This design comes from an exercise in tuning for small area and few clock cycles on the open sky130 flow, not from production work.
The RTL was checked by simulation tests, not by an equivalence proof against the original design.
Power and IR drop assume default switching activity.

==> flow/design.v <==
module bmc_ao22 (
    input  logic i_a1,
    input  logic i_a2,
    input  logic i_b1,
    input  logic i_b2,
    output logic o_x
);
    assign o_x = (i_a1 & i_a2) | (i_b1 & i_b2);
endmodule
module bmc_aoi222 (
    input  logic i_a1,
    input  logic i_a2,
    input  logic i_b1,
    input  logic i_b2,
    input  logic i_c1,
    input  logic i_c2,
    output logic o_y
);
    assign o_y = !((i_a1 & i_a2) | (i_b1 & i_b2) | (i_c1 & i_c2));
endmodule
module bmc_nand4 (
    input  logic [3:0] i_a,
    output logic       o_y
);
    assign o_y = !(&i_a);
endmodule
module bmc_nand2 (
    input  logic [1:0] i_a,
    output logic       o_y
);
    assign o_y = !(&i_a);
endmodule
module bmc_nand3 (
    input  logic [2:0] i_a,
    output logic       o_y
);
    assign o_y = !(&i_a);
endmodule
module bmc_nor2 (
    input  logic [1:0] i_a,
    output logic       o_y
);
    assign o_y = !(|i_a);
endmodule
module bmc_rowctl (
    input  logic i_push_req,    
    input  logic i_nfull,       
    input  logic i_pop_req,     
    input  logic i_nempty,      
    output logic o_push,
    output logic o_pop,
    output logic o_hold
);
    bmc_and2 u_push (.i_a({i_push_req, i_nfull}), .o_x(o_push));
    bmc_and2 u_pop  (.i_a({i_pop_req, i_nempty}), .o_x(o_pop));
    bmc_nor2 u_hold (.i_a({o_push, o_pop}), .o_y(o_hold));
endmodule
module bmc_and2 (
    input  logic [1:0] i_a,
    output logic       o_x
);
    assign o_x = &i_a;
endmodule
module brace_bracket_match_checker (
    input  logic        i_clk,
    input  logic        i_rst_n,
    input  logic        i_valid,
    output logic        o_stall,
    input  logic        i_op,
    input  logic [15:0] i_char_code,
    output logic        o_valid,
    input  logic        i_stall,
    output logic [1:0]  o_error_kind,
    output logic [15:0] o_line_number,
    output logic [15:0] o_column_number,
    output logic        o_last_of_run
);
    localparam int DEPTH = 32;
    logic [15:0] r_line;
    logic [15:0] r_col;       
    logic        r_pend;      
    logic        r_comment;
    logic        r_bslash;
    logic [5:0]  r_bdepth;
    logic [5:0]  r_kdepth;
    logic        r_err;       
    logic        r_ovf;       
    logic        r_drain;     
    logic [15:0] pos_col;
    logic [31:0] wpos;
    logic        is_nl, is_bs, is_pc, is_lb, is_rb, is_lk, is_rk;
    logic        act;
    logic        push_b, pop_b, push_k, pop_k, eod, cmd;
    logic        b_full, k_full, b_empty, k_empty;
    logic        accept, take;
    assign pos_col = !r_pend ? r_col : ((r_col == 16'hFFFF) ? r_col : r_col + 16'd1);
    assign wpos    = {r_line, pos_col};
    assign is_nl = (i_char_code == 16'h000A);
    assign is_bs = (i_char_code == 16'h005C);
    assign is_pc = (i_char_code == 16'h0025);
    assign is_lb = (i_char_code == 16'h007B);
    assign is_rb = (i_char_code == 16'h007D);
    assign is_lk = (i_char_code == 16'h005B);
    assign is_rk = (i_char_code == 16'h005D);
    assign act    = !i_op && !r_comment && !r_bslash;
    assign push_b = act && is_lb;
    assign pop_b  = act && is_rb;
    assign push_k = act && is_lk;
    assign pop_k  = act && is_rk;
    assign eod    = i_op;
    assign cmd    = push_b || pop_b || push_k || pop_k || eod;
    logic        b_one, k_one, last;
    logic        b_err, inc_b, dec_b, inc_k, dec_k;
    assign b_full  = r_bdepth[5];
    assign k_full  = r_kdepth[5];
    assign b_empty = (r_bdepth == 6'd0);
    assign k_empty = (r_kdepth == 6'd0);
    assign b_one   = (r_bdepth == 6'd1);
    assign k_one   = (r_kdepth == 6'd1);
    assign last    = (b_one && k_empty) || (b_empty && k_one);
    assign o_valid = r_err || r_drain;
    assign take    = o_valid && !i_stall;
    assign o_stall = r_drain ? cmd : (r_err && i_stall);
    assign accept  = i_valid && !o_stall;
    assign b_err = (push_b && b_full) || (pop_b && b_empty) || (push_k && k_full);
    assign inc_b = accept && push_b && !b_full;
    assign dec_b = (accept && pop_b && !b_empty) || (r_drain && take && !b_empty);
    assign inc_k = accept && push_k && !k_full;
    assign dec_k = (accept && pop_k && !k_empty) || (r_drain && take && b_empty);
    always_ff @(posedge i_clk) begin
        if (!i_rst_n) begin
            r_line    <= '0;
            r_col     <= '0;
            r_pend    <= 1'b0;
            r_comment <= 1'b0;
            r_bslash  <= 1'b0;
            r_bdepth  <= '0;
            r_kdepth  <= '0;
            r_err     <= 1'b0;
            r_drain   <= 1'b0;
        end else begin
            if (inc_b)      r_bdepth <= r_bdepth + 6'd1;
            else if (dec_b) r_bdepth <= r_bdepth - 6'd1;
            if (inc_k)      r_kdepth <= r_kdepth + 6'd1;
            else if (dec_k) r_kdepth <= r_kdepth - 6'd1;
            if (r_drain) begin
                if (take && last) r_drain <= 1'b0;
            end else begin
                if (take) r_err <= 1'b0;
                if (accept) begin
                    if (b_err) r_err <= 1'b1;
                    if (eod) r_drain <= !b_empty || !k_empty;
                end
            end
            if (accept) begin
                if (eod || is_nl) begin
                    r_col     <= '0;
                    r_pend    <= 1'b0;
                    r_comment <= 1'b0;
                    r_bslash  <= 1'b0;
                end else begin
                    r_col  <= pos_col;
                    r_pend <= 1'b1;
                    if (!r_comment) begin
                        r_bslash <= is_bs;
                        if (!r_bslash && is_pc) r_comment <= 1'b1;
                    end
                end
                if (eod) r_line <= '0;
                else if (is_nl && r_line != 16'hFFFF) r_line <= r_line + 16'd1;
            end
        end
    end
    always_ff @(posedge i_clk) begin
        if (accept) r_ovf <= !is_rb;
    end
    logic        r_phase;
    logic [31:0] wq;
    logic [31:0] top;
    logic [31:0] b_ent [DEPTH];
    logic [31:0] k_ent [DEPTH];
    assign wq  = wpos ^ {32{r_phase}};
    assign top = (b_empty ? k_ent[0] : b_ent[0]) ^ {32{r_phase}};
    always_ff @(posedge i_clk) begin
        if (!i_rst_n) r_phase <= 1'b0;
        else          r_phase <= !r_phase;
    end
    logic b_push_req, b_pop_req, k_push_req, k_pop_req;
    assign b_push_req = accept && push_b;
    assign b_pop_req  = (accept && pop_b) || (r_drain && take);
    assign k_push_req = accept && push_k;
    assign k_pop_req  = (accept && pop_k) || (r_drain && take && b_empty);
    for (genvar i = 0; i < DEPTH; i++) begin : g_row
        logic [31:0] b_d;
        logic [31:0] k_d;
        logic [1:0]  b_push, b_pop, b_hold;
        logic [1:0]  k_push, k_pop, k_hold;
        for (genvar h = 0; h < 2; h++) begin : g_half
            bmc_rowctl u_bctl (.i_push_req(b_push_req), .i_nfull(!b_full), .i_pop_req(b_pop_req),
                               .i_nempty(!b_empty), .o_push(b_push[h]), .o_pop(b_pop[h]),
                               .o_hold(b_hold[h]));
            bmc_rowctl u_kctl (.i_push_req(k_push_req), .i_nfull(!k_full), .i_pop_req(k_pop_req),
                               .i_nempty(!k_empty), .o_push(k_push[h]), .o_pop(k_pop[h]),
                               .o_hold(k_hold[h]));
        end
        for (genvar j = 0; j < 32; j++) begin : g_bit
            bmc_aoi222 u_b (
                .i_a1 (i == 0 ? wq[j] : b_ent[i-1][j]),        .i_a2 (b_push[j/16]),
                .i_b1 (i == DEPTH-1 ? b_ent[i][j] : b_ent[i+1][j]), .i_b2 (b_pop[j/16]),
                .i_c1 (b_ent[i][j]),                              .i_c2 (b_hold[j/16]),
                .o_y  (b_d[j])
            );
            bmc_aoi222 u_k (
                .i_a1 (i == 0 ? wq[j] : k_ent[i-1][j]),        .i_a2 (k_push[j/16]),
                .i_b1 (i == DEPTH-1 ? k_ent[i][j] : k_ent[i+1][j]), .i_b2 (k_pop[j/16]),
                .i_c1 (k_ent[i][j]),                              .i_c2 (k_hold[j/16]),
                .o_y  (k_d[j])
            );
        end
        always_ff @(posedge i_clk) begin
            b_ent[i] <= b_d;
            k_ent[i] <= k_d;
        end
    end
    always_comb begin
        if (r_drain) begin
            o_error_kind  = b_empty ? 2'd2 : 2'd1;
            o_last_of_run = last;
            {o_line_number, o_column_number} = top;
        end else begin
            o_error_kind    = r_ovf ? 2'd3 : 2'd0;
            o_last_of_run   = 1'b1;
            o_line_number   = r_line;
            o_column_number = r_col;
        end
    end
endmodule
==> flow/config.mk <==
export PLATFORM = sky130hd
export DESIGN_NAME = brace_bracket_match_checker
export DESIGN_NICKNAME = brace_bracket_match_checker
export VERILOG_FILES = /design/flow/design.v
export SDC_FILE = /design/flow/constraint.sdc
export NUM_CORES = 4
export LEC_CHECK = 0
export CAP_MARGIN = 20
export CELL_PAD_IN_SITES_DETAIL_PLACEMENT = 2
export CELL_PAD_IN_SITES_GLOBAL_PLACEMENT = 2
export CORE_MARGIN = 2
export CORE_UTILIZATION = 40
export CTS_BUF_LIST = sky130_fd_sc_hd__clkbuf_16
export CTS_CLUSTER_DIAMETER = 100
export CTS_CLUSTER_SIZE = 25
export PLACE_DENSITY = 0.45
export SETUP_SLACK_MARGIN = 0.2
export SLEW_MARGIN = 20
export SYNTH_HIERARCHICAL = 1
export SYNTH_MINIMUM_KEEP_SIZE = 0
==> flow/constraint.sdc <==
create_clock -name core_clock -period 8.0 [get_ports {i_clk}]
set_input_delay 1.6000 -clock core_clock [delete_from_list [all_inputs] [get_ports {i_clk}]]
set_output_delay 1.6000 -clock core_clock [all_outputs]
set_load 0.01 [all_outputs]
standard.sh (not shown) runs the stock make flow with config.mk's settings and CLKGATE_MAP_FILE= SYNTH_SCRIPT=/design/flow/synth_recipe.tcl, a recipe that flattens the netlist after the stock synthesis.
==> flow/flow/run.sh <==
#!/bin/bash
# The standard layout (standard.sh: ORFS synthesis to finish), with two changes:
# - clock tree: no dummy loads at the leaves, leaf clusters of up to 25 sinks
#   within 100 um, clkbuf_16 buffers;
# - port buffers: buf_1 instead of the default choice.
# The full make output goes to standard.log here; each ORFS step's own log is
# under orfs/logs/.
set -euo pipefail
export CTS_ARGS="-sink_clustering_enable -repair_clock_nets -buf_list sky130_fd_sc_hd__clkbuf_16 -sink_clustering_size 25 -sink_clustering_max_diameter 100 -dont_use_dummy_load"
export BUFFER_PORTS_ARGS="-buffer_cell sky130_fd_sc_hd__buf_1"
bash standard.sh finish > standard.log 2>&1
Testbench counts at the start, summed over its fixed seeds: cycles 126,441.
Rerun with:
--- a/flow/design.v
+++ b/flow/design.v
@@ -41,27 +41,21 @@
     output logic       o_y
 );
     assign o_y = !(|i_a);
 endmodule
 module bmc_rowctl (
-    input  logic i_push_req,    
-    input  logic i_nfull,       
-    input  logic i_pop_req,     
-    input  logic i_nempty,      
+    input  logic i_npush_req,   
+    input  logic i_full,        
+    input  logic i_npop_req,    
+    input  logic i_empty,       
     output logic o_push,
     output logic o_pop,
     output logic o_hold
 );
-    bmc_and2 u_push (.i_a({i_push_req, i_nfull}), .o_x(o_push));
-    bmc_and2 u_pop  (.i_a({i_pop_req, i_nempty}), .o_x(o_pop));
+    bmc_nor2 u_push (.i_a({i_npush_req, i_full}), .o_y(o_push));
+    bmc_nor2 u_pop  (.i_a({i_npop_req, i_empty}), .o_y(o_pop));
     bmc_nor2 u_hold (.i_a({o_push, o_pop}), .o_y(o_hold));
-endmodule
-module bmc_and2 (
-    input  logic [1:0] i_a,
-    output logic       o_x
-);
-    assign o_x = &i_a;
 endmodule
 module brace_bracket_match_checker (
     input  logic        i_clk,
     input  logic        i_rst_n,
     input  logic        i_valid,
@@ -191,31 +185,27 @@
     assign k_push_req = accept && push_k;
     assign k_pop_req  = (accept && pop_k) || (r_drain && take && b_empty);
     for (genvar i = 0; i < DEPTH; i++) begin : g_row
         logic [31:0] b_d;
         logic [31:0] k_d;
-        logic [1:0]  b_push, b_pop, b_hold;
-        logic [1:0]  k_push, k_pop, k_hold;
-        for (genvar h = 0; h < 2; h++) begin : g_half
-            bmc_rowctl u_bctl (.i_push_req(b_push_req), .i_nfull(!b_full), .i_pop_req(b_pop_req),
-                               .i_nempty(!b_empty), .o_push(b_push[h]), .o_pop(b_pop[h]),
-                               .o_hold(b_hold[h]));
-            bmc_rowctl u_kctl (.i_push_req(k_push_req), .i_nfull(!k_full), .i_pop_req(k_pop_req),
-                               .i_nempty(!k_empty), .o_push(k_push[h]), .o_pop(k_pop[h]),
-                               .o_hold(k_hold[h]));
-        end
+        logic        b_push, b_pop, b_hold;
+        logic        k_push, k_pop, k_hold;
+        bmc_rowctl u_bctl (.i_npush_req(!b_push_req), .i_full(b_full), .i_npop_req(!b_pop_req),
+                           .i_empty(b_empty), .o_push(b_push), .o_pop(b_pop), .o_hold(b_hold));
+        bmc_rowctl u_kctl (.i_npush_req(!k_push_req), .i_full(k_full), .i_npop_req(!k_pop_req),
+                           .i_empty(k_empty), .o_push(k_push), .o_pop(k_pop), .o_hold(k_hold));
         for (genvar j = 0; j < 32; j++) begin : g_bit
             bmc_aoi222 u_b (
-                .i_a1 (i == 0 ? wq[j] : b_ent[i-1][j]),        .i_a2 (b_push[j/16]),
-                .i_b1 (i == DEPTH-1 ? b_ent[i][j] : b_ent[i+1][j]), .i_b2 (b_pop[j/16]),
-                .i_c1 (b_ent[i][j]),                              .i_c2 (b_hold[j/16]),
+                .i_a1 (i == 0 ? wq[j] : b_ent[i-1][j]),        .i_a2 (b_push),
+                .i_b1 (i == DEPTH-1 ? b_ent[i][j] : b_ent[i+1][j]), .i_b2 (b_pop),
+                .i_c1 (b_ent[i][j]),                              .i_c2 (b_hold),
                 .o_y  (b_d[j])
             );
             bmc_aoi222 u_k (
-                .i_a1 (i == 0 ? wq[j] : k_ent[i-1][j]),        .i_a2 (k_push[j/16]),
-                .i_b1 (i == DEPTH-1 ? k_ent[i][j] : k_ent[i+1][j]), .i_b2 (k_pop[j/16]),
-                .i_c1 (k_ent[i][j]),                              .i_c2 (k_hold[j/16]),
+                .i_a1 (i == 0 ? wq[j] : k_ent[i-1][j]),        .i_a2 (k_push),
+                .i_b1 (i == DEPTH-1 ? k_ent[i][j] : k_ent[i+1][j]), .i_b2 (k_pop),
+                .i_c1 (k_ent[i][j]),                              .i_c2 (k_hold),
                 .o_y  (k_d[j])
             );
         end
         always_ff @(posedge i_clk) begin
             b_ent[i] <= b_d;
What happened: Synthesized area decreases slightly. Worst setup slack gets better by 0.42 ns. Power went up by roughly a tenth. Final cell count falls slightly. Fmax goes up by a little under a tenth. Synthesized cell count goes down by a few percent. Worst hold slack loses 0.029 ns. Via count is lower slightly. Combinational power is higher by well over a third. Die area came out lower slightly. Design area barely changes. Utilization came out higher by 0.79 points. Global-route usage grows by 0.84 points. Sequential power goes up by roughly a tenth.
Testbench counts after the change, summed over its fixed seeds: cycles 126,441.

==> afterwards: timing with drivers on the ports <==
The flow's constraints put no driver on any port. The routed layouts listed below were extracted and timed again, unchanged, in two steps.
Step 1 sets driving cells, clkbuf_16 on the clock port and buf_2 on the other inputs (assumed; they add their load-dependent delay and slew).
Step 2 times the ports against the registers' clock, not the clock port: input delays grow and output delays shrink by t, the midpoint of the rising clock arrivals with the driver on.
Three values: ideal ports, drivers, drivers and shift; two values: the first two.
| run | t, ns | setup slack, ns | latest minus earliest clock arrival (ns) | slew at the worst register clock pin (ns) | worst data-port slew with drivers (ns) |
|---|---|---|---|---|---|
| the first run | 0.785 | 2.586 / 2.647 / 1.862 | 0.067 / 0.068 | 0.11 / 0.11 | 0.04 |
| the second run | 0.793 | 3.006 / 2.923 / 2.279 | 0.076 / 0.076 | 0.10 / 0.10 | 0.04 |
After both steps every run listed still meets setup and hold. For the second run, which loses most, drivers alone change the setup slack by -0.083 ns; drivers and shift together by -0.727 ns.
